Context: an optimization exercise on an open-source flow, tuned for small area. The choices shown serve that exercise and are no tape-out recipe. The RTL was checked by simulation tests, not by an equivalence proof against the original design. Power and IR drop assume default switching activity.

## violet
// regfile_scoreboard
module regfile_scoreboard #(
    parameter int XLEN   = 32,
    parameter int AW     = 5,
    parameter int NUM_RD = 2,
    parameter int BYPASS = 1
) (
    input  logic                   clk,
    input  logic                   rst,
    input  logic                   wr_en,
    input  logic [AW-1:0]          wr_addr,
    input  logic [XLEN-1:0]        wr_data,
    input  logic [NUM_RD*AW-1:0]   rd_addr,
    output logic [NUM_RD*XLEN-1:0] rd_data,
    output logic [NUM_RD-1:0]      rd_busy,
    input  logic                   iss_en,
    input  logic [AW-1:0]          iss_addr,
    output logic                   iss_ready,
    input  logic                   flush,
    output logic [(1<<AW)-1:0]     busy_vec,
    output logic [AW:0]            pend_cnt
);
For scale: roughly 3600 cells after synthesis, about 1000 flip-flops, about 160 I/O pins, about 39000 um2 of cells after synthesis.
export LEC_CHECK = 0
export CAP_MARGIN = 20
export CORE_MARGIN = 2
export CORE_UTILIZATION = 50
export SLEW_MARGIN = 20
export SYNTH_HIERARCHICAL = 1
create_clock -name core_clock -period 8.0 [get_ports {clk}]
standard.sh (not shown) runs the stock make flow with config.mk's settings and CLKGATE_MAP_FILE= SYNTH_SCRIPT=/design/flow/synth_recipe.tcl, a recipe that flattens the netlist after the stock synthesis.
==> flow/flow/run.sh <==
#!/bin/bash
# Standard ORFS layout (the standard.sh, standard synthesis) with
#  - single-drive buffers on the ports instead of the default delay cells,
#  - a clock tree of larger sink clusters and no dummy loads,
#  - power recovery (downsizing gates off the critical paths) after global routing.
set -euo pipefail
export BUFFER_PORTS_ARGS="-buffer_cell sky130_fd_sc_hd__buf_1"
export CTS_ARGS="-sink_clustering_enable -repair_clock_nets -dont_use_dummy_load -buf_list sky130_fd_sc_hd__clkbuf_16 -sink_clustering_size 25 -sink_clustering_max_diameter 80"
export RECOVER_POWER=100
bash standard.sh > standard.log 2>&1
Nothing crashed in violet and all stages finished; the problem is that the final layout failed, the offending checks being max-capacitance violations, max-slew violations.
Changes in juniper relative to violet:
==> flow/flow/run.sh <==
#!/bin/bash
# Standard ORFS layout (the standard.sh, standard synthesis) with
#  - single-drive buffers on the ports instead of the default delay cells,
#  - a clock tree of larger sink clusters and no dummy loads.
set -euo pipefail
export BUFFER_PORTS_ARGS="-buffer_cell sky130_fd_sc_hd__buf_1"
export CTS_ARGS="-sink_clustering_enable -repair_clock_nets -dont_use_dummy_load -buf_list sky130_fd_sc_hd__clkbuf_8 -sink_clustering_size 16 -sink_clustering_max_diameter 60"
bash standard.sh > standard.log 2>&1
-- flow/config.mk --
<<< violet, line 9
export CORE_MARGIN = 2
export CORE_UTILIZATION = 50
export SLEW_MARGIN = 20
>>> juniper, line 9
export CORE_MARGIN = 2
export CORE_UTILIZATION = 45
export PLACE_DENSITY = 0.7
export SLEW_MARGIN = 20
==> comparison <==
juniper completed end to end with timing, DRC and antenna clean.
Going from violet to juniper, fraction of power consumed by the clock network shrinks by 1.9 points.
Looking at juniper and violet, the sequential cell count is a wash.
Delta (juniper minus violet): setup slack grew by 0.30 ns; slew at the pin closest to its max-slew limit shrank by 1.96 ns; largest net degree at the start of global routing held steady.
--- input diff juniper..cedar ---
==> flow/flow/run.sh <==
#!/bin/bash
# Standard ORFS layout (the standard.sh, standard synthesis) with
#  - single-drive buffers on the ports instead of the default delay cells,
#  - a clock tree of larger sink clusters and no dummy loads.
set -euo pipefail
export BUFFER_PORTS_ARGS="-buffer_cell sky130_fd_sc_hd__buf_1"
export CTS_ARGS="-sink_clustering_enable -repair_clock_nets -dont_use_dummy_load -buf_list sky130_fd_sc_hd__clkbuf_16 -sink_clustering_size 25 -sink_clustering_max_diameter 80"
bash standard.sh > standard.log 2>&1
-- flow/config.mk --
<<< juniper, line 9
export CORE_MARGIN = 2
export CORE_UTILIZATION = 45
export PLACE_DENSITY = 0.7
export SLEW_MARGIN = 20
>>> cedar, line 9
export CORE_MARGIN = 2
export CORE_UTILIZATION = 50
export PLACE_DENSITY = 0.8
export SLEW_MARGIN = 20
==> notes.md <==
cedar | status: complete | timing, DRC, antenna: pass
In the flow results for cedar and juniper, the count of cell instances traversed by the critical path is larger on cedar.
From juniper to cedar the numbers moved as follows: pre-CTS worst setup slack went up by 0.016 ns, layout buffer count excluding clock buffers increased 38, post-synthesis cell area closely matched the old numbers.
Relative to juniper, share of total power in sequential cells has gone down in cedar.
Between juniper and cedar, the flow reports overall routed net length decreasing by a few percent.
Of cedar and juniper, the run reporting the higher peak per-stage delay on the critical path was juniper.
#### Input delta (lagoon over cedar)
==> flow/flow/run.sh <==
#!/bin/bash
# Standard ORFS layout (the standard.sh, standard synthesis) with
#  - single-drive buffers on the ports instead of the default delay cells,
#  - a clock tree of larger sink clusters and no dummy loads.
set -euo pipefail
export BUFFER_PORTS_ARGS="-buffer_cell sky130_fd_sc_hd__buf_1"
export CTS_ARGS="-sink_clustering_enable -repair_clock_nets -dont_use_dummy_load -buf_list sky130_fd_sc_hd__clkbuf_8 -sink_clustering_size 16 -sink_clustering_max_diameter 60"
bash standard.sh > standard.log 2>&1
-- flow/config.mk --
<<< cedar, line 9
export CORE_MARGIN = 2
export CORE_UTILIZATION = 50
export PLACE_DENSITY = 0.8
export SLEW_MARGIN = 20
>>> lagoon, line 9
export CORE_MARGIN = 2
export CORE_UTILIZATION = 40
export PLACE_DENSITY = 0.7
export SLEW_MARGIN = 20
Notes after the runs:
Summary: worst path setup slack after routing, lagoon worse than cedar
Hold slack: lagoon vs cedar — no meaningful difference
For cedar, the launching element of the worst setup path was wr_addr[1], unlike lagoon, where it was wr_addr[4].
Relative to cedar, ratio of routed vias to standard cells has gone down in lagoon.
Changes observed in lagoon relative to cedar: slew at the pin closest to its max-slew limit down 0.016 ns, number of placement rows up 12%.

-- re-timing with driven ports --
How much do the figures lean on ideal ports? The routed layouts below were timed once more, with nothing changed but the port constraints. Step 1, drivers: a clkbuf_16 drives clk and a buf_2 each remaining input, both assumed. Step 2 adds t to the input delays and takes it off the output delays; t is the mean of the earliest and latest rising clock arrival at the registers after step 1. Input paths then give back, and output paths get back, about the clock's delay inside the block. a / b / c = ideal ports / drivers / drivers and shift; a / b = the first two.
run	shift t [ns]	setup slack, ns	worst hold slack (ns)	worst slew at a driven data input, ns	cell pins on the clock port's net
violet	0.708	0.246 / 0.211 / 0.211	0.475 / 0.475 / 0.475	0.07	1
juniper	0.759	0.550 / 0.525 / 0.525	0.473 / 0.473 / 0.473	0.07	1
cedar	0.709	0.657 / 0.631 / 0.631	0.475 / 0.475 / 0.475	0.18	1
lagoon	0.809	0.490 / 0.459 / 0.459	0.477 / 0.477 / 0.477	0.14	1
The setup slack of violet, which loses most, moves by -0.035 ns with the drivers and by -0.035 ns with both steps.
